Context: an optimization exercise on an open-source flow, tuned for small area. The choices shown serve that exercise and are no tape-out recipe.
Only simulation tests tie the RTL to the original design; equivalence was not proved.

<file path="flow/config.mk">
export PLATFORM = sky130hd
export DESIGN_NAME = hsv_to_rgb_converter_unit
export DESIGN_NICKNAME = hsv_to_rgb_converter_unit
export VERILOG_FILES = /design/flow/design.v
export SDC_FILE = /design/flow/constraint.sdc
export NUM_CORES = 4
export LEC_CHECK = 0
export ABC_AREA = 1
export CAP_MARGIN = 20
export CORE_MARGIN = 2
export CORE_UTILIZATION = 65
export CTS_BUF_LIST = sky130_fd_sc_hd__clkbuf_2 sky130_fd_sc_hd__clkbuf_4 sky130_fd_sc_hd__clkbuf_8
export SLEW_MARGIN = 20
</file>
<file path="flow/constraint.sdc">
create_clock -name core_clock -period 7.5 [get_ports {clk}]
set_input_delay 1.5000 -clock core_clock [delete_from_list [all_inputs] [get_ports {clk}]]
set_output_delay 1.5000 -clock core_clock [all_outputs]
set_load 0.01 [all_outputs]
</file>
<file path="flow/design.v">
`default_nettype none
package hsv2rgb_pkg;
  localparam int CHAN_BITS = 8;
  localparam int HUE_BITS  = 9;
endpackage
`default_nettype wire
`default_nettype none
module hsv_to_rgb_converter_unit (
  input  wire logic                                 clk,
  input  wire logic                                 rst,
  input  wire logic                                 in_valid,
  output logic                                      in_stall,
  input  wire logic [hsv2rgb_pkg::HUE_BITS-1:0]     hue,
  input  wire logic [hsv2rgb_pkg::CHAN_BITS-1:0]    saturation,
  input  wire logic [hsv2rgb_pkg::CHAN_BITS-1:0]    value,
  output logic                                      out_valid,
  input  wire logic                                 out_stall,
  output logic [hsv2rgb_pkg::CHAN_BITS-1:0]         red,
  output logic [hsv2rgb_pkg::CHAN_BITS-1:0]         green,
  output logic [hsv2rgb_pkg::CHAN_BITS-1:0]         blue,
  output logic [3*hsv2rgb_pkg::CHAN_BITS-1:0]       packed_color
);
  logic adv;
  assign adv      = !out_valid || !out_stall;
  assign in_stall = !adv;
  logic [8:0] base;
  logic [1:0] k2;
  logic [6:0] h1;
  logic       up;
  logic [2:0] sect;
  logic [5:0] r;
  always_comb begin
    if      (hue >= 9'd480) begin k2 = 2'd1; base = 9'd480; end
    else if (hue >= 9'd360) begin k2 = 2'd0; base = 9'd360; end
    else if (hue >= 9'd240) begin k2 = 2'd2; base = 9'd240; end
    else if (hue >= 9'd120) begin k2 = 2'd1; base = 9'd120; end
    else                    begin k2 = 2'd0; base = 9'd0;   end
    h1   = 7'(hue - base);
    up   = (h1 >= 7'd60);
    r    = up ? 6'(h1 - 7'd60) : 6'(7'd60 - h1);
    sect = {k2, up};
  end
  wire nz0 = (|value) & (|saturation);
  wire a0 = value[0] & saturation[0];
  wire a1 = value[0] & saturation[1];
  wire a2 = value[0] & saturation[2];
  wire a3 = value[0] & saturation[3];
  wire a4 = value[0] & saturation[4];
  wire a5 = value[0] & saturation[5];
  wire a6 = value[0] & saturation[6];
  wire a7 = value[0] & saturation[7];
  wire a8 = value[1] & saturation[0];
  wire a9 = value[1] & saturation[1];
  wire a10 = value[1] & saturation[2];
  wire a11 = value[1] & saturation[3];
  wire a12 = value[1] & saturation[4];
  wire a13 = value[1] & saturation[5];
  wire a14 = value[1] & saturation[6];
  wire a15 = value[1] & saturation[7];
  wire a16 = value[2] & saturation[0];
  wire a17 = value[2] & saturation[1];
  wire a18 = value[2] & saturation[2];
  wire a19 = value[2] & saturation[3];
  wire a20 = value[2] & saturation[4];
  wire a21 = value[2] & saturation[5];
  wire a22 = value[2] & saturation[6];
  wire a23 = value[2] & saturation[7];
  wire a24 = value[3] & saturation[0];
  wire a25 = value[3] & saturation[1];
  wire a26 = value[3] & saturation[2];
  wire a27 = value[3] & saturation[3];
  wire a28 = value[3] & saturation[4];
  wire a29 = value[3] & saturation[5];
  wire a30 = value[3] & saturation[6];
  wire a31 = value[3] & saturation[7];
  wire a32 = value[4] & saturation[0];
  wire a33 = value[4] & saturation[1];
  wire a34 = value[4] & saturation[2];
  wire a35 = value[4] & saturation[3];
  wire a36 = value[4] & saturation[4];
  wire a37 = value[4] & saturation[5];
  wire a38 = value[4] & saturation[6];
  wire a39 = value[4] & saturation[7];
  wire a40 = value[5] & saturation[0];
  wire a41 = value[5] & saturation[1];
  wire a42 = value[5] & saturation[2];
  wire a43 = value[5] & saturation[3];
  wire a44 = value[5] & saturation[4];
  wire a45 = value[5] & saturation[5];
  wire a46 = value[5] & saturation[6];
  wire a47 = value[5] & saturation[7];
  wire a48 = value[6] & saturation[0];
  wire a49 = value[6] & saturation[1];
  wire a50 = value[6] & saturation[2];
  wire a51 = value[6] & saturation[3];
  wire a52 = value[6] & saturation[4];
  wire a53 = value[6] & saturation[5];
  wire a54 = value[6] & saturation[6];
  wire a55 = value[6] & saturation[7];
  wire a56 = value[7] & saturation[0];
  wire a57 = value[7] & saturation[1];
  wire a58 = value[7] & saturation[2];
  wire a59 = value[7] & saturation[3];
  wire a60 = value[7] & saturation[4];
  wire a61 = value[7] & saturation[5];
  wire a62 = value[7] & saturation[6];
  wire a63 = value[7] & saturation[7];
  wire a64 = a6 ^ a13;
  wire a65 = a6 & a13;
  wire a66 = a7 ^ a14 ^ a21;
  wire a67 = (a7 & a14) | (a7 & a21) | (a14 & a21);
  wire a68 = a28 ^ a35;
  wire a69 = a28 & a35;
  wire a70 = a15 ^ a22 ^ a29;
  wire a71 = (a15 & a22) | (a15 & a29) | (a22 & a29);
  wire a72 = a36 ^ a43;
  wire a73 = a36 & a43;
  wire a74 = a23 ^ a30 ^ a37;
  wire a75 = (a23 & a30) | (a23 & a37) | (a30 & a37);
  wire a76 = a4 ^ a11;
  wire a77 = a4 & a11;
  wire a78 = a5 ^ a12 ^ a19;
  wire a79 = (a5 & a12) | (a5 & a19) | (a12 & a19);
  wire a80 = a26 ^ a33;
  wire a81 = a26 & a33;
  wire a82 = a20 ^ a27 ^ a34;
  wire a83 = (a20 & a27) | (a20 & a34) | (a27 & a34);
  wire a84 = a41 ^ a48 ^ a64;
  wire a85 = (a41 & a48) | (a41 & a64) | (a48 & a64);
  wire a86 = a42 ^ a49 ^ a56;
  wire a87 = (a42 & a49) | (a42 & a56) | (a49 & a56);
  wire a88 = a65 ^ a66 ^ a68;
  wire a89 = (a65 & a66) | (a65 & a68) | (a66 & a68);
  wire a90 = a50 ^ a57 ^ a67;
  wire a91 = (a50 & a57) | (a50 & a67) | (a57 & a67);
  wire a92 = a69 ^ a70 ^ a72;
  wire a93 = (a69 & a70) | (a69 & a72) | (a70 & a72);
  wire a94 = a44 ^ a51 ^ a58;
  wire a95 = (a44 & a51) | (a44 & a58) | (a51 & a58);
  wire a96 = a71 ^ a73 ^ a74;
  wire a97 = (a71 & a73) | (a71 & a74) | (a73 & a74);
  wire a98 = a31 ^ a38 ^ a45;
  wire a99 = (a31 & a38) | (a31 & a45) | (a38 & a45);
  wire a100 = a52 ^ a59 ^ a75;
  wire a101 = (a52 & a59) | (a52 & a75) | (a59 & a75);
  wire a102 = a39 ^ a46 ^ a53;
  wire a103 = (a39 & a46) | (a39 & a53) | (a46 & a53);
  wire a104 = a3 ^ a10;
  wire a105 = a3 & a10;
  wire a106 = a18 ^ a25 ^ a32;
  wire a107 = (a18 & a25) | (a18 & a32) | (a25 & a32);
  wire a108 = a40 ^ a77 ^ a78;
  wire a109 = (a40 & a77) | (a40 & a78) | (a77 & a78);
  wire a110 = a79 ^ a81 ^ a82;
  wire a111 = (a79 & a81) | (a79 & a82) | (a81 & a82);
  wire a112 = a83 ^ a85 ^ a86;
  wire a113 = (a83 & a85) | (a83 & a86) | (a85 & a86);
  wire a114 = a87 ^ a89 ^ a90;
  wire a115 = (a87 & a89) | (a87 & a90) | (a89 & a90);
  wire a116 = a91 ^ a93 ^ a94;
  wire a117 = (a91 & a93) | (a91 & a94) | (a93 & a94);
  wire a118 = a95 ^ a97 ^ a98;
  wire a119 = (a95 & a97) | (a95 & a98) | (a97 & a98);
  wire a120 = a60 ^ a99 ^ a101;
  wire a121 = (a60 & a99) | (a60 & a101) | (a99 & a101);
  wire a122 = a47 ^ a54 ^ a61;
  wire a123 = (a47 & a54) | (a47 & a61) | (a54 & a61);
  wire a124 = a2 ^ a9;
  wire a125 = a2 & a9;
  wire a126 = a17 ^ a24 ^ a104;
  wire a127 = (a17 & a24) | (a17 & a104) | (a24 & a104);
  wire a128 = a76 ^ a105 ^ a106;
  wire a129 = (a76 & a105) | (a76 & a106) | (a105 & a106);
  wire a130 = a80 ^ a107 ^ a108;
  wire a131 = (a80 & a107) | (a80 & a108) | (a107 & a108);
  wire a132 = a84 ^ a109 ^ a110;
  wire a133 = (a84 & a109) | (a84 & a110) | (a109 & a110);
  wire a134 = a88 ^ a111 ^ a112;
  wire a135 = (a88 & a111) | (a88 & a112) | (a111 & a112);
  wire a136 = a92 ^ a113 ^ a114;
  wire a137 = (a92 & a113) | (a92 & a114) | (a113 & a114);
  wire a138 = a96 ^ a115 ^ a116;
  wire a139 = (a96 & a115) | (a96 & a116) | (a115 & a116);
  wire a140 = a100 ^ a117 ^ a118;
  wire a141 = (a100 & a117) | (a100 & a118) | (a117 & a118);
  wire a142 = a102 ^ a119 ^ a120;
  wire a143 = (a102 & a119) | (a102 & a120) | (a119 & a120);
  wire a144 = a103 ^ a121 ^ a122;
  wire a145 = (a103 & a121) | (a103 & a122) | (a121 & a122);
  wire a146 = a55 ^ a62 ^ a123;
  wire a147 = (a55 & a62) | (a55 & a123) | (a62 & a123);
  wire a148 = a1 & a8;
  wire a149 = a16 & a124;
  wire a150 = a125 & a126;
  wire a151 = a127 & a128;
  wire a152 = a129 & a130;
  wire a153 = a131 & a132;
  wire a154 = a133 & a134;
  wire a155 = a135 & a136;
  wire a156 = a137 & a138;
  wire a157 = a139 & a140;
  wire a158 = a141 & a142;
  wire a159 = a143 & a144;
  wire a160 = a145 & a146;
  wire a161 = a63 & a147;
  wire a162 = a1 ^ a8;
  wire a163 = a16 ^ a124;
  wire a164 = a125 ^ a126;
  wire a165 = a127 ^ a128;
  wire a166 = a129 ^ a130;
  wire a167 = a131 ^ a132;
  wire a168 = a133 ^ a134;
  wire a169 = a135 ^ a136;
  wire a170 = a137 ^ a138;
  wire a171 = a139 ^ a140;
  wire a172 = a141 ^ a142;
  wire a173 = a143 ^ a144;
  wire a174 = a145 ^ a146;
  wire a175 = a63 ^ a147;
  wire a176 = a162 & a0;
  wire a177 = a164 & a149;
  wire a178 = a150 | a177;
  wire a179 = a164 & a163;
  wire a180 = a166 & a151;
  wire a181 = a152 | a180;
  wire a182 = a166 & a165;
  wire a183 = a168 & a153;
  wire a184 = a154 | a183;
  wire a185 = a168 & a167;
  wire a186 = a170 & a155;
  wire a187 = a156 | a186;
  wire a188 = a170 & a169;
  wire a189 = a172 & a157;
  wire a190 = a158 | a189;
  wire a191 = a172 & a171;
  wire a192 = a174 & a159;
  wire a193 = a160 | a192;
  wire a194 = a174 & a173;
  wire a195 = a163 & a148;
  wire a196 = a149 | a195;
  wire a197 = a163 & a176;
  wire a198 = a179 & a148;
  wire a199 = a178 | a198;
  wire a200 = a179 & a176;
  wire a201 = a167 & a181;
  wire a202 = a153 | a201;
  wire a203 = a167 & a182;
  wire a204 = a185 & a181;
  wire a205 = a184 | a204;
  wire a206 = a185 & a182;
  wire a207 = a171 & a187;
  wire a208 = a157 | a207;
  wire a209 = a171 & a188;
  wire a210 = a191 & a187;
  wire a211 = a190 | a210;
  wire a212 = a191 & a188;
  wire a213 = a175 & a193;
  wire a214 = a161 | a213;
  wire a215 = a175 & a194;
  wire a216 = a165 & a199;
  wire a217 = a151 | a216;
  wire a218 = a165 & a200;
  wire a219 = a182 & a199;
  wire a220 = a181 | a219;
  wire a221 = a182 & a200;
  wire a222 = a203 & a199;
  wire a223 = a202 | a222;
  wire a224 = a203 & a200;
  wire a225 = a206 & a199;
  wire a226 = a205 | a225;
  wire a227 = a206 & a200;
  wire a228 = a173 & a211;
  wire a229 = a159 | a228;
  wire a230 = a173 & a212;
  wire a231 = a194 & a211;
  wire a232 = a193 | a231;
  wire a233 = a194 & a212;
  wire a234 = a215 & a211;
  wire a235 = a214 | a234;
  wire a236 = a215 & a212;
  wire a237 = a169 & a226;
  wire a238 = a155 | a237;
  wire a239 = a169 & a227;
  wire a240 = a188 & a226;
  wire a241 = a187 | a240;
  wire a242 = a188 & a227;
  wire a243 = a209 & a226;
  wire a244 = a208 | a243;
  wire a245 = a209 & a227;
  wire a246 = a212 & a226;
  wire a247 = a211 | a246;
  wire a248 = a212 & a227;
  wire a249 = a230 & a226;
  wire a250 = a229 | a249;
  wire a251 = a230 & a227;
  wire a252 = a233 & a226;
  wire a253 = a232 | a252;
  wire a254 = a233 & a227;
  wire a255 = a236 & a226;
  wire a256 = a235 | a255;
  wire a257 = a236 & a227;
  wire a258 = a163 ^ a148;
  wire a259 = a164 ^ a196;
  wire a260 = a165 ^ a199;
  wire a261 = a166 ^ a217;
  wire a262 = a167 ^ a220;
  wire a263 = a168 ^ a223;
  wire a264 = a169 ^ a226;
  wire a265 = a170 ^ a238;
  wire a266 = a171 ^ a241;
  wire a267 = a172 ^ a244;
  wire a268 = a173 ^ a247;
  wire a269 = a174 ^ a250;
  wire a270 = a175 ^ a253;
  wire a271 = a264 & a0;
  wire a272 = a265 & a162;
  wire a273 = a266 & a258;
  wire a274 = a267 & a259;
  wire a275 = a268 & a260;
  wire a276 = a269 & a261;
  wire a277 = a270 & a262;
  wire a278 = a256 & a263;
  wire a279 = a264 ^ a0;
  wire a280 = a265 ^ a162;
  wire a281 = a266 ^ a258;
  wire a282 = a267 ^ a259;
  wire a283 = a268 ^ a260;
  wire a284 = a269 ^ a261;
  wire a285 = a270 ^ a262;
  wire a286 = a256 ^ a263;
  wire a287 = a280 & a271;
  wire a288 = a272 | a287;
  wire a289 = a280 & a279;
  wire a290 = a282 & a273;
  wire a291 = a274 | a290;
  wire a292 = a282 & a281;
  wire a293 = a284 & a275;
  wire a294 = a276 | a293;
  wire a295 = a284 & a283;
  wire a296 = a286 & a277;
  wire a297 = a278 | a296;
  wire a298 = a286 & a285;
  wire a299 = a281 & a288;
  wire a300 = a273 | a299;
  wire a301 = a281 & a289;
  wire a302 = a292 & a288;
  wire a303 = a291 | a302;
  wire a304 = a292 & a289;
  wire a305 = a285 & a294;
  wire a306 = a277 | a305;
  wire a307 = a285 & a295;
  wire a308 = a298 & a294;
  wire a309 = a297 | a308;
  wire a310 = a298 & a295;
  wire a311 = a283 & a303;
  wire a312 = a275 | a311;
  wire a313 = a283 & a304;
  wire a314 = a295 & a303;
  wire a315 = a294 | a314;
  wire a316 = a295 & a304;
  wire a317 = a307 & a303;
  wire a318 = a306 | a317;
  wire a319 = a307 & a304;
  wire a320 = a310 & a303;
  wire a321 = a309 | a320;
  wire a322 = a310 & a304;
  wire a323 = a279 ^ a321;
  wire a324 = ~a323;
  wire a325 = a321 & a279;
  wire a326 = a271 | a325;
  wire a327 = a280 ^ a326;
  wire a328 = ~a327;
  wire a329 = a321 & a289;
  wire a330 = a288 | a329;
  wire a331 = a281 ^ a330;
  wire a332 = ~a331;
  wire a333 = a321 & a301;
  wire a334 = a300 | a333;
  wire a335 = a282 ^ a334;
  wire a336 = ~a335;
  wire a337 = a321 & a304;
  wire a338 = a303 | a337;
  wire a339 = a283 ^ a338;
  wire a340 = ~a339;
  wire a341 = a321 & a313;
  wire a342 = a312 | a341;
  wire a343 = a284 ^ a342;
  wire a344 = ~a343;
  wire a345 = a321 & a316;
  wire a346 = a315 | a345;
  wire a347 = a285 ^ a346;
  wire a348 = ~a347;
  wire a349 = a321 & a319;
  wire a350 = a318 | a349;
  wire a351 = a286 ^ a350;
  wire a352 = ~a351;
  wire a353 = ~a265;
  wire a354 = a266 & a265;
  wire a355 = a266 & a353;
  wire a356 = a268 & a267;
  wire a357 = a270 & a269;
  wire a358 = a267 & a354;
  wire a359 = a267 & a355;
  wire a360 = a356 & a354;
  wire a361 = a356 & a355;
  wire a362 = a256 & a357;
  wire a363 = a269 & a360;
  wire a364 = a269 & a361;
  wire a365 = a357 & a360;
  wire a366 = a357 & a361;
  wire a367 = a362 & a360;
  wire a368 = a362 & a361;
  wire a369 = a266 ^ a265;
  wire a370 = a267 ^ a354;
  wire a371 = a268 ^ a358;
  wire a372 = a269 ^ a360;
  wire a373 = a270 ^ a363;
  wire a374 = a256 ^ a365;
  wire a375 = ~a321;
  wire a376 = nz0 & a375;
  wire a377 = nz0 & a264;
  wire a378 = a321 | a377;
  wire a379 = a264 ^ a376;
  wire a380 = a378 & a353;
  wire a381 = ~a378;
  wire a382 = a381 & a265;
  wire a383 = a380 | a382;
  wire a384 = a378 & a369;
  wire a385 = ~a378;
  wire a386 = a385 & a266;
  wire a387 = a384 | a386;
  wire a388 = a378 & a370;
  wire a389 = ~a378;
  wire a390 = a389 & a267;
  wire a391 = a388 | a390;
  wire a392 = a378 & a371;
  wire a393 = ~a378;
  wire a394 = a393 & a268;
  wire a395 = a392 | a394;
  wire a396 = a378 & a372;
  wire a397 = ~a378;
  wire a398 = a397 & a269;
  wire a399 = a396 | a398;
  wire a400 = a378 & a373;
  wire a401 = ~a378;
  wire a402 = a401 & a270;
  wire a403 = a400 | a402;
  wire a404 = a378 & a374;
  wire a405 = ~a378;
  wire a406 = a405 & a256;
  wire a407 = a404 | a406;
  logic        valid_q1;
  logic [2:0]  sect_q1;
  logic [5:0]  r_q1;
  logic [7:0]  v_q1;
  logic [7:0]  c_q1;
  logic [7:0]  d_q1;
  always_ff @(posedge clk) begin
    if (rst) begin
      valid_q1 <= 1'b0;
    end else if (adv) begin
      valid_q1 <= in_valid;
    end
  end
  always_ff @(posedge clk) begin
    if (adv) begin
      sect_q1 <= sect;
      r_q1    <= r;
      v_q1    <= value;
      c_q1    <= {a407, a403, a399, a395, a391, a387, a383, a379};
      d_q1    <= {a352, a348, a344, a340, a336, a332, a328, a324};
    end
  end
  logic [3:0] w52;
  logic [4:0] hsum;
  wire b0 = ~c_q1[0];
  wire b1 = ~c_q1[1];
  wire b2 = ~c_q1[2];
  wire b3 = ~c_q1[3];
  wire b4 = ~c_q1[4];
  wire b5 = ~c_q1[5];
  wire b6 = ~c_q1[6];
  wire b7 = ~c_q1[7];
  wire b8 = ~(v_q1[0] ^ b0);
  wire b9 = v_q1[0] | b0;
  wire b10 = v_q1[1] ^ b1 ^ b9;
  wire b11 = (v_q1[1] & b1) | (v_q1[1] & b9) | (b1 & b9);
  wire b12 = v_q1[2] ^ b2 ^ b11;
  wire b13 = (v_q1[2] & b2) | (v_q1[2] & b11) | (b2 & b11);
  wire b14 = v_q1[3] ^ b3 ^ b13;
  wire b15 = (v_q1[3] & b3) | (v_q1[3] & b13) | (b3 & b13);
  wire b16 = v_q1[4] ^ b4 ^ b15;
  wire b17 = (v_q1[4] & b4) | (v_q1[4] & b15) | (b4 & b15);
  wire b18 = v_q1[5] ^ b5 ^ b17;
  wire b19 = (v_q1[5] & b5) | (v_q1[5] & b17) | (b5 & b17);
  wire b20 = v_q1[6] ^ b6 ^ b19;
  wire b21 = (v_q1[6] & b6) | (v_q1[6] & b19) | (b6 & b19);
  wire b22 = v_q1[7] ^ b7 ^ b21;
  wire b23 = (v_q1[7] & b7) | (v_q1[7] & b21) | (b7 & b21);
  wire b24 = c_q1[0] & r_q1[0];
  wire b25 = c_q1[0] & r_q1[1];
  wire b26 = c_q1[0] & r_q1[2];
  wire b27 = c_q1[0] & r_q1[3];
  wire b28 = c_q1[0] & r_q1[4];
  wire b29 = c_q1[0] & r_q1[5];
  wire b30 = c_q1[1] & r_q1[0];
  wire b31 = c_q1[1] & r_q1[1];
  wire b32 = c_q1[1] & r_q1[2];
  wire b33 = c_q1[1] & r_q1[3];
  wire b34 = c_q1[1] & r_q1[4];
  wire b35 = c_q1[1] & r_q1[5];
  wire b36 = c_q1[2] & r_q1[0];
  wire b37 = c_q1[2] & r_q1[1];
  wire b38 = c_q1[2] & r_q1[2];
  wire b39 = c_q1[2] & r_q1[3];
  wire b40 = c_q1[2] & r_q1[4];
  wire b41 = c_q1[2] & r_q1[5];
  wire b42 = c_q1[3] & r_q1[0];
  wire b43 = c_q1[3] & r_q1[1];
  wire b44 = c_q1[3] & r_q1[2];
  wire b45 = c_q1[3] & r_q1[3];
  wire b46 = c_q1[3] & r_q1[4];
  wire b47 = c_q1[3] & r_q1[5];
  wire b48 = c_q1[4] & r_q1[0];
  wire b49 = c_q1[4] & r_q1[1];
  wire b50 = c_q1[4] & r_q1[2];
  wire b51 = c_q1[4] & r_q1[3];
  wire b52 = c_q1[4] & r_q1[4];
  wire b53 = c_q1[4] & r_q1[5];
  wire b54 = c_q1[5] & r_q1[0];
  wire b55 = c_q1[5] & r_q1[1];
  wire b56 = c_q1[5] & r_q1[2];
  wire b57 = c_q1[5] & r_q1[3];
  wire b58 = c_q1[5] & r_q1[4];
  wire b59 = c_q1[5] & r_q1[5];
  wire b60 = c_q1[6] & r_q1[0];
  wire b61 = c_q1[6] & r_q1[1];
  wire b62 = c_q1[6] & r_q1[2];
  wire b63 = c_q1[6] & r_q1[3];
  wire b64 = c_q1[6] & r_q1[4];
  wire b65 = c_q1[6] & r_q1[5];
  wire b66 = c_q1[7] & r_q1[0];
  wire b67 = c_q1[7] & r_q1[1];
  wire b68 = c_q1[7] & r_q1[2];
  wire b69 = c_q1[7] & r_q1[3];
  wire b70 = c_q1[7] & r_q1[4];
  wire b71 = c_q1[7] & r_q1[5];
  wire b72 = b28 ^ b33;
  wire b73 = b28 & b33;
  wire b74 = b29 ^ b34 ^ b39;
  wire b75 = (b29 & b34) | (b29 & b39) | (b34 & b39);
  wire b76 = b44 ^ b49;
  wire b77 = b44 & b49;
  wire b78 = b35 ^ b40 ^ b45;
  wire b79 = (b35 & b40) | (b35 & b45) | (b40 & b45);
  wire b80 = b50 ^ b55 ^ b60;
  wire b81 = (b50 & b55) | (b50 & b60) | (b55 & b60);
  wire b82 = b41 ^ b46 ^ b51;
  wire b83 = (b41 & b46) | (b41 & b51) | (b46 & b51);
  wire b84 = b56 ^ b61 ^ b66;
  wire b85 = (b56 & b61) | (b56 & b66) | (b61 & b66);
  wire b86 = b47 ^ b52 ^ b57;
  wire b87 = (b47 & b52) | (b47 & b57) | (b52 & b57);
  wire b88 = b62 ^ b67;
  wire b89 = b62 & b67;
  wire b90 = b53 ^ b58 ^ b63;
  wire b91 = (b53 & b58) | (b53 & b63) | (b58 & b63);
  wire b92 = b27 ^ b32;
  wire b93 = b27 & b32;
  wire b94 = b38 ^ b43 ^ b48;
  wire b95 = (b38 & b43) | (b38 & b48) | (b43 & b48);
  wire b96 = b54 ^ b73 ^ b74;
  wire b97 = (b54 & b73) | (b54 & b74) | (b73 & b74);
  wire b98 = b75 ^ b77 ^ b78;
  wire b99 = (b75 & b77) | (b75 & b78) | (b77 & b78);
  wire b100 = b79 ^ b81 ^ b82;
  wire b101 = (b79 & b81) | (b79 & b82) | (b81 & b82);
  wire b102 = b83 ^ b85 ^ b86;
  wire b103 = (b83 & b85) | (b83 & b86) | (b85 & b86);
  wire b104 = b68 ^ b87 ^ b89;
  wire b105 = (b68 & b87) | (b68 & b89) | (b87 & b89);
  wire b106 = b59 ^ b64 ^ b69;
  wire b107 = (b59 & b64) | (b59 & b69) | (b64 & b69);
  wire b108 = b26 ^ b31;
  wire b109 = b26 & b31;
  wire b110 = b37 ^ b42 ^ b92;
  wire b111 = (b37 & b42) | (b37 & b92) | (b42 & b92);
  wire b112 = b72 ^ b93 ^ b94;
  wire b113 = (b72 & b93) | (b72 & b94) | (b93 & b94);
  wire b114 = b76 ^ b95 ^ b96;
  wire b115 = (b76 & b95) | (b76 & b96) | (b95 & b96);
  wire b116 = b80 ^ b97 ^ b98;
  wire b117 = (b80 & b97) | (b80 & b98) | (b97 & b98);
  wire b118 = b84 ^ b99 ^ b100;
  wire b119 = (b84 & b99) | (b84 & b100) | (b99 & b100);
  wire b120 = b88 ^ b101 ^ b102;
  wire b121 = (b88 & b101) | (b88 & b102) | (b101 & b102);
  wire b122 = b90 ^ b103 ^ b104;
  wire b123 = (b90 & b103) | (b90 & b104) | (b103 & b104);
  wire b124 = b91 ^ b105 ^ b106;
  wire b125 = (b91 & b105) | (b91 & b106) | (b105 & b106);
  wire b126 = b65 ^ b70 ^ b107;
  wire b127 = (b65 & b70) | (b65 & b107) | (b70 & b107);
  wire b128 = b25 & b30;
  wire b129 = b36 & b108;
  wire b130 = b109 & b110;
  wire b131 = b111 & b112;
  wire b132 = b113 & b114;
  wire b133 = b115 & b116;
  wire b134 = b117 & b118;
  wire b135 = b119 & b120;
  wire b136 = b121 & b122;
  wire b137 = b123 & b124;
  wire b138 = b125 & b126;
  wire b139 = b71 & b127;
  wire b140 = b25 ^ b30;
  wire b141 = b36 ^ b108;
  wire b142 = b109 ^ b110;
  wire b143 = b111 ^ b112;
  wire b144 = b113 ^ b114;
  wire b145 = b115 ^ b116;
  wire b146 = b117 ^ b118;
  wire b147 = b119 ^ b120;
  wire b148 = b121 ^ b122;
  wire b149 = b123 ^ b124;
  wire b150 = b125 ^ b126;
  wire b151 = b71 ^ b127;
  wire b152 = b140 & b24;
  wire b153 = b142 & b129;
  wire b154 = b130 | b153;
  wire b155 = b142 & b141;
  wire b156 = b144 & b131;
  wire b157 = b132 | b156;
  wire b158 = b144 & b143;
  wire b159 = b146 & b133;
  wire b160 = b134 | b159;
  wire b161 = b146 & b145;
  wire b162 = b148 & b135;
  wire b163 = b136 | b162;
  wire b164 = b148 & b147;
  wire b165 = b150 & b137;
  wire b166 = b138 | b165;
  wire b167 = b150 & b149;
  wire b168 = b155 & b128;
  wire b169 = b154 | b168;
  wire b170 = b155 & b152;
  wire b171 = b161 & b157;
  wire b172 = b160 | b171;
  wire b173 = b161 & b158;
  wire b174 = b167 & b163;
  wire b175 = b166 | b174;
  wire b176 = b167 & b164;
  wire b177 = b173 & b169;
  wire b178 = b172 | b177;
  wire b179 = b173 & b170;
  wire b180 = b176 & b178;
  wire b181 = b175 | b180;
  wire b182 = b176 & b179;
  wire b183 = b158 & b169;
  wire b184 = b157 | b183;
  wire b185 = b158 & b170;
  wire b186 = b164 & b178;
  wire b187 = b163 | b186;
  wire b188 = b164 & b179;
  wire b189 = b141 & b128;
  wire b190 = b129 | b189;
  wire b191 = b141 & b152;
  wire b192 = b143 & b169;
  wire b193 = b131 | b192;
  wire b194 = b143 & b170;
  wire b195 = b145 & b184;
  wire b196 = b133 | b195;
  wire b197 = b145 & b185;
  wire b198 = b147 & b178;
  wire b199 = b135 | b198;
  wire b200 = b147 & b179;
  wire b201 = b149 & b187;
  wire b202 = b137 | b201;
  wire b203 = b149 & b188;
  wire b204 = b151 & b181;
  wire b205 = b139 | b204;
  wire b206 = b151 & b182;
  wire b207 = b141 ^ b128;
  wire b208 = b142 ^ b190;
  wire b209 = b143 ^ b169;
  wire b210 = b144 ^ b193;
  wire b211 = b145 ^ b184;
  wire b212 = b146 ^ b196;
  wire b213 = b147 ^ b178;
  wire b214 = b148 ^ b199;
  wire b215 = b149 ^ b187;
  wire b216 = b150 ^ b202;
  wire b217 = b151 ^ b181;
  wire b218 = b211 & b207;
  wire b219 = b212 & b208;
  wire b220 = b213 & b209;
  wire b221 = b214 & b210;
  wire b222 = b211 ^ b207;
  wire b223 = b212 ^ b208;
  wire b224 = b213 ^ b209;
  wire b225 = b214 ^ b210;
  wire b226 = b223 & b218;
  wire b227 = b219 | b226;
  wire b228 = b223 & b222;
  wire b229 = b225 & b220;
  wire b230 = b221 | b229;
  wire b231 = b225 & b224;
  wire b232 = b216 & b215;
  wire b233 = b205 & b217;
  wire b234 = b231 & b227;
  wire b235 = b230 | b234;
  wire b236 = b231 & b228;
  wire b237 = b233 & b232;
  wire b238 = b237 & b235;
  wire b239 = b237 & b236;
  wire b240 = b232 & b235;
  wire b241 = b232 & b236;
  wire b242 = b224 & b227;
  wire b243 = b220 | b242;
  wire b244 = b224 & b228;
  wire b245 = b215 & b235;
  wire b246 = b215 & b236;
  wire b247 = b217 & b240;
  wire b248 = b217 & b241;
  wire b249 = b223 ^ b218;
  wire b250 = b224 ^ b227;
  wire b251 = b225 ^ b243;
  wire b252 = b215 ^ b235;
  wire b253 = b216 ^ b245;
  wire b254 = b217 ^ b240;
  wire b255 = b205 ^ b247;
  wire b256 = b252 & b222;
  wire b257 = b253 & b249;
  wire b258 = b254 & b250;
  wire b259 = b255 & b251;
  wire b260 = b252 ^ b222;
  wire b261 = b253 ^ b249;
  wire b262 = b254 ^ b250;
  wire b263 = b255 ^ b251;
  wire b264 = b261 & b256;
  wire b265 = b257 | b264;
  wire b266 = b261 & b260;
  wire b267 = b263 & b258;
  wire b268 = b259 | b267;
  wire b269 = b263 & b262;
  wire b270 = b269 & b265;
  wire b271 = b268 | b270;
  wire b272 = b269 & b266;
  wire b273 = b262 & b265;
  wire b274 = b258 | b273;
  wire b275 = b262 & b266;
  wire b276 = b261 ^ b256;
  wire b277 = b262 ^ b265;
  wire b278 = b263 ^ b274;
  wire b279 = v_q1[4] ^ b211;
  wire b280 = v_q1[4] & b211;
  wire b281 = v_q1[5] ^ b212 ^ b208;
  wire b282 = (v_q1[5] & b212) | (v_q1[5] & b208) | (b212 & b208);
  wire b283 = v_q1[6] ^ b213 ^ b209;
  wire b284 = (v_q1[6] & b213) | (v_q1[6] & b209) | (b213 & b209);
  wire b285 = v_q1[7] ^ b214 ^ b210;
  wire b286 = (v_q1[7] & b214) | (v_q1[7] & b210) | (b214 & b210);
  wire b287 = v_q1[0] ^ b207;
  wire b288 = v_q1[0] & b207;
  wire b289 = v_q1[1] ^ b208 ^ b288;
  wire b290 = (v_q1[1] & b208) | (v_q1[1] & b288) | (b208 & b288);
  wire b291 = v_q1[2] ^ b209 ^ b290;
  wire b292 = (v_q1[2] & b209) | (v_q1[2] & b290) | (b209 & b290);
  wire b293 = v_q1[3] ^ b210 ^ b292;
  wire b294 = (v_q1[3] & b210) | (v_q1[3] & b292) | (b210 & b292);
  wire b295 = b207 ^ b279 ^ b294;
  wire b296 = (b207 & b279) | (b207 & b294) | (b279 & b294);
  wire b297 = b280 ^ b281 ^ b296;
  wire b298 = (b280 & b281) | (b280 & b296) | (b281 & b296);
  wire b299 = b282 ^ b283 ^ b298;
  wire b300 = (b282 & b283) | (b282 & b298) | (b283 & b298);
  wire b301 = b284 ^ b285 ^ b300;
  wire b302 = (b284 & b285) | (b284 & b300) | (b285 & b300);
  wire b303 = d_q1[0] & r_q1[0];
  wire b304 = d_q1[0] & r_q1[1];
  wire b305 = d_q1[0] & r_q1[2];
  wire b306 = d_q1[0] & r_q1[3];
  wire b307 = d_q1[0] & r_q1[4];
  wire b308 = d_q1[0] & r_q1[5];
  wire b309 = d_q1[1] & r_q1[0];
  wire b310 = d_q1[1] & r_q1[1];
  wire b311 = d_q1[1] & r_q1[2];
  wire b312 = d_q1[1] & r_q1[3];
  wire b313 = d_q1[1] & r_q1[4];
  wire b314 = d_q1[1] & r_q1[5];
  wire b315 = d_q1[2] & r_q1[0];
  wire b316 = d_q1[2] & r_q1[1];
  wire b317 = d_q1[2] & r_q1[2];
  wire b318 = d_q1[2] & r_q1[3];
  wire b319 = d_q1[2] & r_q1[4];
  wire b320 = d_q1[2] & r_q1[5];
  wire b321 = d_q1[3] & r_q1[0];
  wire b322 = d_q1[3] & r_q1[1];
  wire b323 = d_q1[3] & r_q1[2];
  wire b324 = d_q1[3] & r_q1[3];
  wire b325 = d_q1[3] & r_q1[4];
  wire b326 = d_q1[3] & r_q1[5];
  wire b327 = d_q1[4] & r_q1[0];
  wire b328 = d_q1[4] & r_q1[1];
  wire b329 = d_q1[4] & r_q1[2];
  wire b330 = d_q1[4] & r_q1[3];
  wire b331 = d_q1[4] & r_q1[4];
  wire b332 = d_q1[4] & r_q1[5];
  wire b333 = d_q1[5] & r_q1[0];
  wire b334 = d_q1[5] & r_q1[1];
  wire b335 = d_q1[5] & r_q1[2];
  wire b336 = d_q1[5] & r_q1[3];
  wire b337 = d_q1[5] & r_q1[4];
  wire b338 = d_q1[5] & r_q1[5];
  wire b339 = d_q1[6] & r_q1[0];
  wire b340 = d_q1[6] & r_q1[1];
  wire b341 = d_q1[6] & r_q1[2];
  wire b342 = d_q1[6] & r_q1[3];
  wire b343 = d_q1[6] & r_q1[4];
  wire b344 = d_q1[6] & r_q1[5];
  wire b345 = d_q1[7] & r_q1[0];
  wire b346 = d_q1[7] & r_q1[1];
  wire b347 = d_q1[7] & r_q1[2];
  wire b348 = d_q1[7] & r_q1[3];
  wire b349 = d_q1[7] & r_q1[4];
  wire b350 = d_q1[7] & r_q1[5];
  wire b351 = b307 ^ b312;
  wire b352 = b307 & b312;
  wire b353 = b308 ^ b313 ^ b318;
  wire b354 = (b308 & b313) | (b308 & b318) | (b313 & b318);
  wire b355 = b323 ^ b328;
  wire b356 = b323 & b328;
  wire b357 = b314 ^ b319 ^ b324;
  wire b358 = (b314 & b319) | (b314 & b324) | (b319 & b324);
  wire b359 = b329 ^ b334 ^ b339;
  wire b360 = (b329 & b334) | (b329 & b339) | (b334 & b339);
  wire b361 = b320 ^ b325 ^ b330;
  wire b362 = (b320 & b325) | (b320 & b330) | (b325 & b330);
  wire b363 = b335 ^ b340 ^ b345;
  wire b364 = (b335 & b340) | (b335 & b345) | (b340 & b345);
  wire b365 = b326 ^ b331 ^ b336;
  wire b366 = (b326 & b331) | (b326 & b336) | (b331 & b336);
  wire b367 = b341 ^ b346;
  wire b368 = b341 & b346;
  wire b369 = b332 ^ b337 ^ b342;
  wire b370 = (b332 & b337) | (b332 & b342) | (b337 & b342);
  wire b371 = b306 ^ b311;
  wire b372 = b306 & b311;
  wire b373 = b317 ^ b322 ^ b327;
  wire b374 = (b317 & b322) | (b317 & b327) | (b322 & b327);
  wire b375 = b333 ^ b352 ^ b353;
  wire b376 = (b333 & b352) | (b333 & b353) | (b352 & b353);
  wire b377 = b354 ^ b356 ^ b357;
  wire b378 = (b354 & b356) | (b354 & b357) | (b356 & b357);
  wire b379 = b358 ^ b360 ^ b361;
  wire b380 = (b358 & b360) | (b358 & b361) | (b360 & b361);
  wire b381 = b362 ^ b364 ^ b365;
  wire b382 = (b362 & b364) | (b362 & b365) | (b364 & b365);
  wire b383 = b347 ^ b366 ^ b368;
  wire b384 = (b347 & b366) | (b347 & b368) | (b366 & b368);
  wire b385 = b338 ^ b343 ^ b348;
  wire b386 = (b338 & b343) | (b338 & b348) | (b343 & b348);
  wire b387 = b305 ^ b310;
  wire b388 = b305 & b310;
  wire b389 = b316 ^ b321 ^ b371;
  wire b390 = (b316 & b321) | (b316 & b371) | (b321 & b371);
  wire b391 = b351 ^ b372 ^ b373;
  wire b392 = (b351 & b372) | (b351 & b373) | (b372 & b373);
  wire b393 = b355 ^ b374 ^ b375;
  wire b394 = (b355 & b374) | (b355 & b375) | (b374 & b375);
  wire b395 = b359 ^ b376 ^ b377;
  wire b396 = (b359 & b376) | (b359 & b377) | (b376 & b377);
  wire b397 = b363 ^ b378 ^ b379;
  wire b398 = (b363 & b378) | (b363 & b379) | (b378 & b379);
  wire b399 = b367 ^ b380 ^ b381;
  wire b400 = (b367 & b380) | (b367 & b381) | (b380 & b381);
  wire b401 = b369 ^ b382 ^ b383;
  wire b402 = (b369 & b382) | (b369 & b383) | (b382 & b383);
  wire b403 = b370 ^ b384 ^ b385;
  wire b404 = (b370 & b384) | (b370 & b385) | (b384 & b385);
  wire b405 = b344 ^ b349 ^ b386;
  wire b406 = (b344 & b349) | (b344 & b386) | (b349 & b386);
  wire b407 = b304 & b309;
  wire b408 = b315 & b387;
  wire b409 = b388 & b389;
  wire b410 = b390 & b391;
  wire b411 = b392 & b393;
  wire b412 = b394 & b395;
  wire b413 = b396 & b397;
  wire b414 = b398 & b399;
  wire b415 = b400 & b401;
  wire b416 = b402 & b403;
  wire b417 = b404 & b405;
  wire b418 = b350 & b406;
  wire b419 = b304 ^ b309;
  wire b420 = b315 ^ b387;
  wire b421 = b388 ^ b389;
  wire b422 = b390 ^ b391;
  wire b423 = b392 ^ b393;
  wire b424 = b394 ^ b395;
  wire b425 = b396 ^ b397;
  wire b426 = b398 ^ b399;
  wire b427 = b400 ^ b401;
  wire b428 = b402 ^ b403;
  wire b429 = b404 ^ b405;
  wire b430 = b350 ^ b406;
  wire b431 = b419 & b303;
  wire b432 = b421 & b408;
  wire b433 = b409 | b432;
  wire b434 = b421 & b420;
  wire b435 = b423 & b410;
  wire b436 = b411 | b435;
  wire b437 = b423 & b422;
  wire b438 = b425 & b412;
  wire b439 = b413 | b438;
  wire b440 = b425 & b424;
  wire b441 = b427 & b414;
  wire b442 = b415 | b441;
  wire b443 = b427 & b426;
  wire b444 = b429 & b416;
  wire b445 = b417 | b444;
  wire b446 = b429 & b428;
  wire b447 = b420 & b407;
  wire b448 = b408 | b447;
  wire b449 = b420 & b431;
  wire b450 = b434 & b407;
  wire b451 = b433 | b450;
  wire b452 = b434 & b431;
  wire b453 = b424 & b436;
  wire b454 = b412 | b453;
  wire b455 = b424 & b437;
  wire b456 = b440 & b436;
  wire b457 = b439 | b456;
  wire b458 = b440 & b437;
  wire b459 = b428 & b442;
  wire b460 = b416 | b459;
  wire b461 = b428 & b443;
  wire b462 = b446 & b442;
  wire b463 = b445 | b462;
  wire b464 = b446 & b443;
  wire b465 = b422 & b451;
  wire b466 = b410 | b465;
  wire b467 = b422 & b452;
  wire b468 = b437 & b451;
  wire b469 = b436 | b468;
  wire b470 = b437 & b452;
  wire b471 = b455 & b451;
  wire b472 = b454 | b471;
  wire b473 = b455 & b452;
  wire b474 = b458 & b451;
  wire b475 = b457 | b474;
  wire b476 = b458 & b452;
  wire b477 = b430 & b463;
  wire b478 = b418 | b477;
  wire b479 = b430 & b464;
  wire b480 = b426 & b475;
  wire b481 = b414 | b480;
  wire b482 = b426 & b476;
  wire b483 = b443 & b475;
  wire b484 = b442 | b483;
  wire b485 = b443 & b476;
  wire b486 = b461 & b475;
  wire b487 = b460 | b486;
  wire b488 = b461 & b476;
  wire b489 = b464 & b475;
  wire b490 = b463 | b489;
  wire b491 = b464 & b476;
  wire b492 = b479 & b475;
  wire b493 = b478 | b492;
  wire b494 = b479 & b476;
  wire b495 = b420 ^ b407;
  wire b496 = b421 ^ b448;
  wire b497 = b422 ^ b451;
  wire b498 = b423 ^ b466;
  wire b499 = b424 ^ b469;
  wire b500 = b425 ^ b472;
  wire b501 = b426 ^ b475;
  wire b502 = b427 ^ b481;
  wire b503 = b428 ^ b484;
  wire b504 = b429 ^ b487;
  wire b505 = b430 ^ b490;
  wire b506 = b303 & b501;
  wire b507 = b419 & b502;
  wire b508 = b495 & b503;
  wire b509 = b496 & b504;
  wire b510 = b497 & b505;
  wire b511 = b498 & b493;
  wire b512 = b303 ^ b501;
  wire b513 = b419 ^ b502;
  wire b514 = b495 ^ b503;
  wire b515 = b496 ^ b504;
  wire b516 = b497 ^ b505;
  wire b517 = b498 ^ b493;
  wire b518 = b506 | b512;
  wire b519 = b513 & b518;
  wire b520 = b507 | b519;
  wire b521 = b513 & b512;
  wire b522 = b515 & b508;
  wire b523 = b509 | b522;
  wire b524 = b515 & b514;
  wire b525 = b517 & b510;
  wire b526 = b511 | b525;
  wire b527 = b517 & b516;
  wire b528 = b500 & b499;
  wire b529 = b514 & b520;
  wire b530 = b508 | b529;
  wire b531 = b514 & b521;
  wire b532 = b524 & b520;
  wire b533 = b523 | b532;
  wire b534 = b524 & b521;
  wire b535 = b499 & b526;
  wire b536 = b499 & b527;
  wire b537 = b528 & b526;
  wire b538 = b528 & b527;
  wire b539 = b516 & b533;
  wire b540 = b510 | b539;
  wire b541 = b516 & b534;
  wire b542 = b527 & b533;
  wire b543 = b526 | b542;
  wire b544 = b527 & b534;
  wire b545 = b536 & b533;
  wire b546 = b535 | b545;
  wire b547 = b536 & b534;
  wire b548 = b538 & b533;
  wire b549 = b537 | b548;
  wire b550 = b538 & b534;
  wire b551 = ~b512;
  wire b552 = b513 ^ b518;
  wire b553 = b514 ^ b520;
  wire b554 = b515 ^ b530;
  wire b555 = b516 ^ b533;
  wire b556 = b517 ^ b540;
  wire b557 = b499 ^ b543;
  wire b558 = b500 ^ b546;
  wire b559 = b501 & b549;
  wire b560 = b501 ^ b549;
  wire b561 = b502 & b559;
  wire b562 = b502 & b560;
  wire b563 = b504 & b503;
  wire b564 = b493 & b505;
  wire b565 = b503 & b561;
  wire b566 = b503 & b562;
  wire b567 = b563 & b561;
  wire b568 = b563 & b562;
  wire b569 = b505 & b567;
  wire b570 = b505 & b568;
  wire b571 = b564 & b567;
  wire b572 = b564 & b568;
  wire b573 = b502 ^ b559;
  wire b574 = b503 ^ b561;
  wire b575 = b504 ^ b565;
  wire b576 = b505 ^ b567;
  wire b577 = b493 ^ b569;
  wire b578 = ~b560;
  wire b579 = ~b573;
  wire b580 = ~b574;
  wire b581 = ~b575;
  wire b582 = ~b576;
  wire b583 = ~b577;
  wire b584 = b24 & b578;
  wire b585 = b140 & b579;
  wire b586 = w52[0] & b580;
  wire b587 = w52[1] & b581;
  wire b588 = w52[2] & b582;
  wire b589 = w52[3] & b583;
  wire b590 = b24 ^ b578;
  wire b591 = b140 ^ b579;
  wire b592 = w52[0] ^ b580;
  wire b593 = w52[1] ^ b581;
  wire b594 = w52[2] ^ b582;
  wire b595 = w52[3] ^ b583;
  wire b596 = b591 & b584;
  wire b597 = b585 | b596;
  wire b598 = b591 & b590;
  wire b599 = b593 & b586;
  wire b600 = b587 | b599;
  wire b601 = b593 & b592;
  wire b602 = b595 & b588;
  wire b603 = b589 | b602;
  wire b604 = b595 & b594;
  wire b605 = b592 & b597;
  wire b606 = b586 | b605;
  wire b607 = b592 & b598;
  wire b608 = b601 & b597;
  wire b609 = b600 | b608;
  wire b610 = b601 & b598;
  wire b611 = b594 & b609;
  wire b612 = b588 | b611;
  wire b613 = b594 & b610;
  wire b614 = b604 & b609;
  wire b615 = b603 | b614;
  wire b616 = b604 & b610;
  wire b617 = b591 ^ b584;
  wire b618 = b592 ^ b597;
  wire b619 = b593 ^ b606;
  wire b620 = b594 ^ b609;
  wire b621 = b595 ^ b612;
  assign hsum   = {b271, b278, b277, b276, b260};
  assign w52    = (hsum >= 5'd15) ? 4'(hsum - 5'd15) : hsum[3:0];
  logic [2:0] sect_q2;
  logic [7:0] v_q2;
  logic [7:0] p_q2;
  logic [7:0] a_q2;
  logic [3:0] w52_q2;
  logic       bit_q2;
  always_ff @(posedge clk) begin
    if (rst) begin
      out_valid <= 1'b0;
    end else if (adv) begin
      out_valid <= valid_q1;
    end
  end
  always_ff @(posedge clk) begin
    if (adv) begin
      sect_q2 <= sect_q1;
      v_q2    <= v_q1;
      p_q2    <= {b22, b20, b18, b16, b14, b12, b10, b8};
      a_q2    <= {b301, b299, b297, b295, b293, b291, b289, b287};
      w52_q2  <= w52;
      bit_q2  <= b615;
    end
  end
  logic [7:0] x;
  wire o0 = ~w52_q2[0];
  wire o1 = ~w52_q2[1];
  wire o2 = ~w52_q2[2];
  wire o3 = ~w52_q2[3];
  wire o4 = ~w52_q2[0];
  wire o5 = ~w52_q2[1];
  wire o6 = ~w52_q2[2];
  wire o7 = ~w52_q2[3];
  wire o8 = ~bit_q2;
  wire o9 = a_q2[0] ^ o0 ^ o8;
  wire o10 = (a_q2[0] & o0) | (a_q2[0] & o8) | (o0 & o8);
  wire o11 = a_q2[1] ^ o1 ^ o10;
  wire o12 = (a_q2[1] & o1) | (a_q2[1] & o10) | (o1 & o10);
  wire o13 = a_q2[2] ^ o2 ^ o12;
  wire o14 = (a_q2[2] & o2) | (a_q2[2] & o12) | (o2 & o12);
  wire o15 = a_q2[3] ^ o3 ^ o14;
  wire o16 = (a_q2[3] & o3) | (a_q2[3] & o14) | (o3 & o14);
  wire o17 = a_q2[4] ^ o4 ^ o16;
  wire o18 = (a_q2[4] & o4) | (a_q2[4] & o16) | (o4 & o16);
  wire o19 = a_q2[5] ^ o5 ^ o18;
  wire o20 = (a_q2[5] & o5) | (a_q2[5] & o18) | (o5 & o18);
  wire o21 = a_q2[6] ^ o6 ^ o20;
  wire o22 = (a_q2[6] & o6) | (a_q2[6] & o20) | (o6 & o20);
  wire o23 = a_q2[7] ^ o7 ^ o22;
  wire o24 = (a_q2[7] & o7) | (a_q2[7] & o22) | (o7 & o22);
  assign x = {o23, o21, o19, o17, o15, o13, o11, o9};
  always_comb begin
    case (sect_q2)
      3'd0:    begin red = v_q2; green = x;    blue = p_q2; end
      3'd1:    begin red = x;    green = v_q2; blue = p_q2; end
      3'd2:    begin red = p_q2; green = v_q2; blue = x;    end
      3'd3:    begin red = p_q2; green = x;    blue = v_q2; end
      3'd4:    begin red = x;    green = p_q2; blue = v_q2; end
      default: begin red = v_q2; green = p_q2; blue = x;    end
    endcase
  end
  assign packed_color = {red, green, blue};
endmodule
`default_nettype wire
</file>
<file path="flow/flow/run.sh">
#!/bin/bash
# Layout flow: the standard flow with two changes to synthesis and one
# to placement.
#  - Synthesis: Yosys's synth runs without its quick ABC pass (-noabc), so
#    the full adders written in the RTL reach extract_fa without inverted
#    polarities, and the final ABC mapping uses flow/area.abc (area-oriented
#    mapping). Registers, their names and cell types are unchanged.
#  - Ports are buffered with sky130_fd_sc_hd__buf_1, and the buffers that
#    synthesis puts between outputs sharing a net are buf_1 too.
# Each tool's output goes to the ORFS logs under orfs/logs; make's output to
# standard.log.
set -euo pipefail
WORK=$PWD
FLOW=$WORK/flow
{
  echo 'proc synth {args} { yosys synth -nofsm -noshare -noabc {*}$args }'
  echo 'proc abc {args} {'
  echo '  set i [lsearch $args -script]'
  echo "  if { \$i >= 0 } { set args [lreplace \$args \$i [expr {\$i + 1}] -script $FLOW/area.abc] }"
  echo '  yosys abc {*}$args'
  echo '}'
  tail -n +2 synth_recipe.tcl
} > my_synth.tcl
bash standard.sh SYNTH_SCRIPT=$WORK/my_synth.tcl \
  "BUFFER_PORTS_ARGS=-buffer_cell sky130_fd_sc_hd__buf_1" \
  "MIN_BUF_CELL_AND_PORTS=sky130_fd_sc_hd__buf_1 A X" finish > standard.log 2>&1
</file>
<file path="flow/flow/area.abc">
strash
dch -f
amap
topo
strash
dch -f
amap
topo
</file>
<file path="flow/standard.sh">
#!/bin/bash
# synth_recipe.tcl (not shown) runs the flow's synth.tcl, then flattens the netlist and writes it again
# the make line also repeats each setting of config.mk as NAME=value (left out here)
make -C /OpenROAD-flow-scripts/flow DESIGN_CONFIG=/design/flow/config.mk WORK_HOME=/design/flow/orfs CLKGATE_MAP_FILE= SYNTH_SCRIPT=/design/flow/synth_recipe.tcl "${@:-finish}"
</file>
==> results.ini, run 1 <==
[die]
row_count=41
dieArea_um2=13700
die_w_um=117
core-area_um2=12600
die_y_um=117
initial_core_util_pct=66.3
io_pins=79

[sta]
hold_violations=0
worst_clock_skew_ns=0.0120
finalCriticalPeriod_ns=7.11
fmax_ghz=0.141
worst_hold_slack_ns=0.424
worst_pin_slew_ns=0.947
finalMaxSlewViolations=0
min_period_over_period_pct=94.8
max_slew_margin_pct=36.2
setup_violations=0
grt_setup_unrepaired=yes

[detailed_routing]
drtAntennaViolNets=0
drcViolationCount=0
routed_wl_mm=19.0
vias=6632
drt_iter0_markers=301
viasPerCell=5.73
post_drt_wl_per_cell_um=16.4
firstDrtPassIters=5

[critical_path]
critical_path_required_ns=7.60
rr_worst_depth=29
crit_path_top_delay_cell=fa_1
ff2ff_setup_slack_ns=0.39
critical_path.max_fanout=15
crit_path_end_kind=register
start_kind=register
cpPeakStageDelay_ns=0.54
cp_data_arrival_time_ns=7.21
crit_path_frequent_cell=fa_1
path_class=register to register

[cells_and_area]
fin_cells=1157
diodes=0
syn2layout_area_growth_pct=10.1
drive_gt1_share_pct=6.09
nNetsFinal=1229
fin_area_um2=9180

[logic_synthesis]
syn_area_um2=8340
synth_cell_types=33
synth.net_count=1137
avgSynthCellArea_um2=9.39
yosys_warnings=1
ys_seq_area_share_pct=23.9
syn_inst=888
ys_ff_latch=67
netlist.area_leader.share_pct=28.8
synth_top_area_cell=fa_1
synth_area_leaders=fa_1 29%, edfxtp_1 23%, ha_1 15%

[placed_design]
postPlaceCellArea_um2=8950
port_buffers=78
dpl.hpwl_mm=15.9
placedCellCount=1140
gp_congestion=0.962

[clocking]
cts_tree=built
cts_max_path_buffers=2
worstSkewPairLatency_ns=0.35
clock_sinks=67
clkTransAtPathRegs_ns=0.08
root_buffer=clkbuf_8
cts_made_buffers=9
cts_max_level=3
hold_buffers=0

[global_route]
overflow=0
grt_pass1_wl_mm=32.0
antenna_found_initial=0
grt_max_degree=68
track_usage_pct=30.4
grt_pass1_vias=6857

[run_status]
outcome=timing/DRC/antenna clean

[min_path]
holdPathStages=0
min_path_type=register to register

[job]
drv_cap=0

## metal layers
layer  vias to the layer above  share of wire, %  track usage [%]  wire (um)
met5                         -                 0                0          0
met4                         0               3.6             12.9        681
met3                        54               5.6             4.22       1060
met2                       257                51             54.1       9710
met1                      3154                40             37.2       7520
li1                       3167                 -                -          -
## layout by cell type (no fill, tap or decap), drive strengths merged, types with 2 or more instances in the layout
cell type,instances
or2,5
a22o,2
dfxtp,2
ha,100
clkbuf,10
edfxtp,65
o21ai,29
a22oi,2
and3,3
o221ai,17
a31oi,4
nand3,13
nand4,4
nand2,59
nor2,219
a21oi,66
clkinvlp,3
a21o,11
a221o,7
nor2b,2
fa,120
inv,6
buf,105
nor3,4
o22ai,6
clkinv,108
o21bai,4
## Yosys cell counts
library cell  number
a2111oi_0          1
a211oi_1           1
a21o_1            11
a21oi_1           66
a221o_1            7
a22o_1             2
a22oi_1            2
a31o_1             1
a31oi_1            4
and3_1             3
buf_1             24
clkinv_1         111
dfxtp_1            2
edfxtp_1          65
fa_1             120
ha_1             100
nand2_1           59
nand2b_1           1
nand3_1           13
nand4_1            4
nor2_1           219
nor2b_1            2
nor3_1             4
nor4_1             1
o211ai_1           1
o21ai_0           29
o21bai_1           4
o221ai_1          17
o22ai_1            6
o31ai_1            1
or2_0              5
or3_1              1
xor2_1             1
## what timing repair did
item / 4_1_cts / 5_1_grt
setup endpoints to repair: 0 / 5
endpoints found under the hold margin: 0 / 0
gates resized for setup: 0 / 19
setup buffers: 0 / 1
## layout make-up
cell class,instances,area [um2]
well taps,172,215
clock buffers,10,131
multi-input cells,686,5880
inverters,111,420
clock inverters,6,42.5
repair buffers,105,495
flip-flops and latches,67,1990
fillers,942,3390
## cells by family (layout without fill, tap and decap cells)
family | Yosys count | in the layout | share of synthesized area, %
AO/OA/AOI/OAI | 153 | 153 | 11.3
XOR/XNOR | 1 | 1 | 0.105
AND/OR/NAND/NOR | 312 | 312 | 14.8
flip-flops | 67 | 67 | 23.9
buffers and inverters | 135 | 232 | 6.08
adder cells (fa/ha/maj) | 220 | 220 | 43.8
## metrics by stage
stage / TNS (ns) / utilization [%] / setup WS (ns)
after global routing: -0.0478 / 73.0 / -0.0382
final: 0 / 73.0 / 0.391
after CTS: 0 / 72.6 / 0.110
after global placement: 0 / 71.2 / 0.220
after floorplan: 0 / - / 0.437
after detailed placement: -0.0229 / 71.2 / -0.0229
## state kept, by name (all words and copies together), names as in the netlist
name / cells
sect_q1: 3
r_q1: 6
valid_q1: 1
c_q1: 8
w52_q2: 4
v_q2: 8
a_q2: 8
v_q1: 8
out_valid: 1
sect_q2: 3
p_q2: 8
bit_q2: 1
d_q1: 8
## path summary, 6_finish.rpt
path	startpoint	endpoint
max	r_q1[3]$_DFFE_PP_	bit_q2$_DFFE_PP_
max reg2reg	r_q1[3]$_DFFE_PP_	bit_q2$_DFFE_PP_
min	sect_q1[2]$_SDFFCE_PP0P_	sect_q2[2]$_DFFE_PP_
min reg2reg	sect_q1[2]$_SDFFCE_PP0P_	sect_q2[2]$_DFFE_PP_
## worst max-delay path, delay by kind of cell, from the launching register on
family / cells / cell delay (ns)
AND/OR/NAND/NOR: 4 / 0.47
AO/OA/AOI/OAI: 10 / 1.35
buffers and inverters: 4 / 0.53
flip-flops: 1 / 0.33
adder cells (fa/ha/maj): 11 / 4.16
==> inputs of run 2 (changes only) <==
==> flow/flow/area.abc (replaced) <==
strash
dch -f
amap
topo
--- a/flow/config.mk
+++ b/flow/config.mk
@@ -10,4 +10,4 @@
 export CORE_MARGIN = 2
 export CORE_UTILIZATION = 65
-export CTS_BUF_LIST = sky130_fd_sc_hd__clkbuf_2 sky130_fd_sc_hd__clkbuf_4 sky130_fd_sc_hd__clkbuf_8
+export CTS_BUF_LIST = sky130_fd_sc_hd__clkbuf_4
 export SLEW_MARGIN = 20
==> results.ini, run 2 <==
[global_route]
grt_pass1_vias=6932  ; +1.1%
grtUsageMet1_pct=33.6  ; -3.7 points
grt_max_degree=68  ; unchanged
track_usage_pct=28.0  ; -2.4 points
grtUsageMet3_pct=3.97  ; -0.25 points
overflow=0  ; unchanged
antenna_found_initial=0  ; unchanged
grt_use_met2_pct=50.8  ; -3.3 points
grt_pass1_wl_mm=31.3  ; -2.1%
top_usage_layer=met2

[logic_synthesis]
synthArstFlopShare_pct=0  ; unchanged
synth-edff-count=65  ; unchanged
netlist.area_leader.share_pct=28.5  ; -0.27 points
syn_area_um2=8420  ; +0.96%
synth_area_leaders=fa_1 29%, edfxtp_1 23%, ha_1 15%
yosys_warnings=1  ; unchanged
synth_top_area_cell=fa_1
synth_most_common_cell=nor2_1
avgSynthCellArea_um2=9.33  ; -0.61%
yosys-top-cells-count=237 x nor2_1, 121 x clkinv_1, 120 x fa_1, 100 x ha_1, 67 x a21oi_1
syn_inst=902  ; +1.6%
ys_ff_latch=67  ; unchanged
synth_cell_types=35  ; +6.1%
ys_seq_area_share_pct=23.7  ; -0.23 points
synth-main-ff-cell=edfxtp_1
synth.net_count=1151  ; +1.2%

[critical_path]
cpPeakStageDelay_ns=0.58  ; +0.04 ns
crit_path_end_kind=register
path_class=register to register
critical_path_required_ns=7.68  ; +0.08 ns
crit_path_top_delay_cell=fa_1
critical_path.max_fanout=15  ; unchanged
critPathTopFamily=adder cells
start_kind=register
path_buf_inv=3  ; -1
cp_data_arrival_time_ns=7.40  ; +0.19 ns

[sta]
fmax_ghz=0.139  ; -1.4%
worst_pin_slew_ns=1.02  ; +0.0774 ns
setup_violations=0  ; unchanged
max_slew_margin_pct=31.0  ; -5.2 points
finalCriticalPeriod_ns=7.21  ; +0.104 ns
min_period_over_period_pct=96.2  ; +1.4 points
setup-tns-final_ns=0  ; unchanged
worst_clock_skew_ns=0.0163  ; +0.00436 ns
hold_violations=0  ; unchanged
finalMaxSlewViolations=0  ; unchanged

[placed_design]
gp_congestion=0.948  ; -1.5%
dpl.hpwl_mm=15.9  ; about the same
placedCellCount=1153  ; +1.1%
port_buffers=78  ; unchanged

[clocking]
cts_tree=built
root_buffer=clkbuf_4
hold_buffers=0  ; unchanged
cts_max_level=3  ; unchanged
cts_max_path_buffers=2  ; unchanged
worstSkewPairLatency_ns=0.43  ; +0.08 ns
clkTransAtPathRegs_ns=0.12  ; +0.04 ns
cts_made_buffers=9  ; unchanged
clock_sinks=67  ; unchanged

[detailed_routing]
post_drt_wl_per_cell_um=15.8  ; -3.4%
viasPerCell=5.73  ; -0.12%
vias=6710  ; +1.2%
routed_wl_mm=18.6  ; -2.2%
drcViolationCount=0  ; unchanged
drtAntennaViolNets=0  ; unchanged
firstDrtPassIters=4  ; -1
drt_iter0_markers=347  ; +15%

[job]
drv_cap=0  ; unchanged

[die]
row_count=41  ; unchanged
io_pins=79  ; unchanged
core-area_um2=12600  ; +0.41%
die_y_um=118  ; +0.46%
die_w_um=118  ; +0.46%
initial_core_util_pct=66.7  ; +0.36 points
dieArea_um2=13900  ; +0.92%

[cells_and_area]
fin_cells=1172  ; +1.3%
most-common-layout-cells=235 x nor2_1, 121 x clkinv_1, 119 x fa_1, 100 x ha_1, 78 x buf_1
final_common_cell=nor2_1
syn2layout_area_growth_pct=9.19
nNetsFinal=1244  ; +1.2%
diodes=0  ; unchanged
drive_gt1_share_pct=5.30  ; -0.79 points

[run_status]
outcome=timing/DRC/antenna clean

[min_path]
min_path_type=register to register

==> run 2: through the flow <==
stage | area [um2] | util, % | setup slack, ns | hold slack [ns]
2_1_floorplan | 8420 | - | 0.295 | 0.400
3_3_place_gp | 9030 | 71.5 | 0.144 | 0.406
3_5_place_dp | 9030 | 71.5 | -0.0146 | 0.409
4_1_cts | 9140 | 72.4 | 0.000712 | 0.424
5_1_grt | 9190 | 72.8 | -0.0707 | 0.425
6_report | 9190 | 72.8 | 0.287 | 0.416
==> run 2: path summary, 6_finish.rpt <==
| check | startpoint | to | slack (ns) | cells after the start |
|---|---|---|---|---|
| hold / removal | sect_q1[0]$_DFFE_PP_ | sect_q2[0]$_DFFE_PP_ | 0.42 | 0 |
| setup / recovery | r_q1[5]$_DFFE_PP_ | bit_q2$_DFFE_PP_ | 0.29 | 29 |
| setup reg to reg | r_q1[5]$_DFFE_PP_ | bit_q2$_DFFE_PP_ | 0.29 | 29 |
| hold reg to reg | sect_q1[0]$_DFFE_PP_ | sect_q2[0]$_DFFE_PP_ | 0.42 | 0 |
==> run 2: cell type report <==
type                            count  area (um2)
Clock buffer                        9        67.6
Clock inverter                      7        45.0
Fill cell                         953        3430
Inverter                          121         454
Multi-Input combinational cell    690        5910
Sequential cell                    67        1990
Tap cell                          172         215
Timing Repair Buffer              106         503
==> run 2: worst register-to-register path, delay by kind of cell (launching register included) <==
family	cells	cell delay [ns]
compound gates	8	1.19
fa+ha+maj	11	4.19
buf+inv	3	0.52
flops	1	0.38
simple gates	7	0.68
==> run 2: kinds of logic after synthesis <==
kind of cell	count (synthesis)	synth area share, %
AND/OR/NAND/NOR	302	14.0
flip-flops	67	23.7
buffers and inverters	145	6.47
AO/OA/AOI/OAI	168	12.5
adder cells (fa/ha/maj)	220	43.4
==> run 2: timing repair <==
action,CTS,global route
resized for setup,0,10
setup buffers,0,3
endpoints found under the setup margin,0,5
==> run 2: routing by layer <==
metal | wire, um | vias up
met4 | 539 | 0
met2 | 9670 | 241
met5 | 0 | -
met3 | 979 | 49
met1 | 7360 | 3211
li1 | - | 3209

port drivers added, routing unchanged:
How much do the figures lean on ideal ports? The routed layouts below were timed once more, with nothing changed but the port constraints. Step 1 (the two cells are an assumption about what drives the block):
set clk [get_ports {clk}]
set_driving_cell -lib_cell sky130_fd_sc_hd__clkbuf_16 $clk
set_driving_cell -lib_cell sky130_fd_sc_hd__buf_2 [delete_from_list [all_inputs] $clk]
Step 2, shift: input delay + t, output delay - t, t = (earliest + latest rising clock arrival at the registers) / 2. This alone moves slack from input paths to output paths. a / b / c = ideal ports / drivers / drivers and shift; a / b = the first two.
run	shift t [ns]	slack for setup (ns)	clock arrival spread, ns	worst register clock-pin slew, ns	pins driven straight from the clock port
run 1	0.382	0.391 / 0.391 / 0.118	0.012 / 0.012	0.08 / 0.08	1
run 2	0.454	0.287 / 0.287 / 0.031	0.016 / 0.016	0.12 / 0.12	1
After both steps setup and hold are still met in every run listed. The setup slack of run 1, which loses most, moves by 0.000 ns with the drivers and by -0.273 ns with both steps.
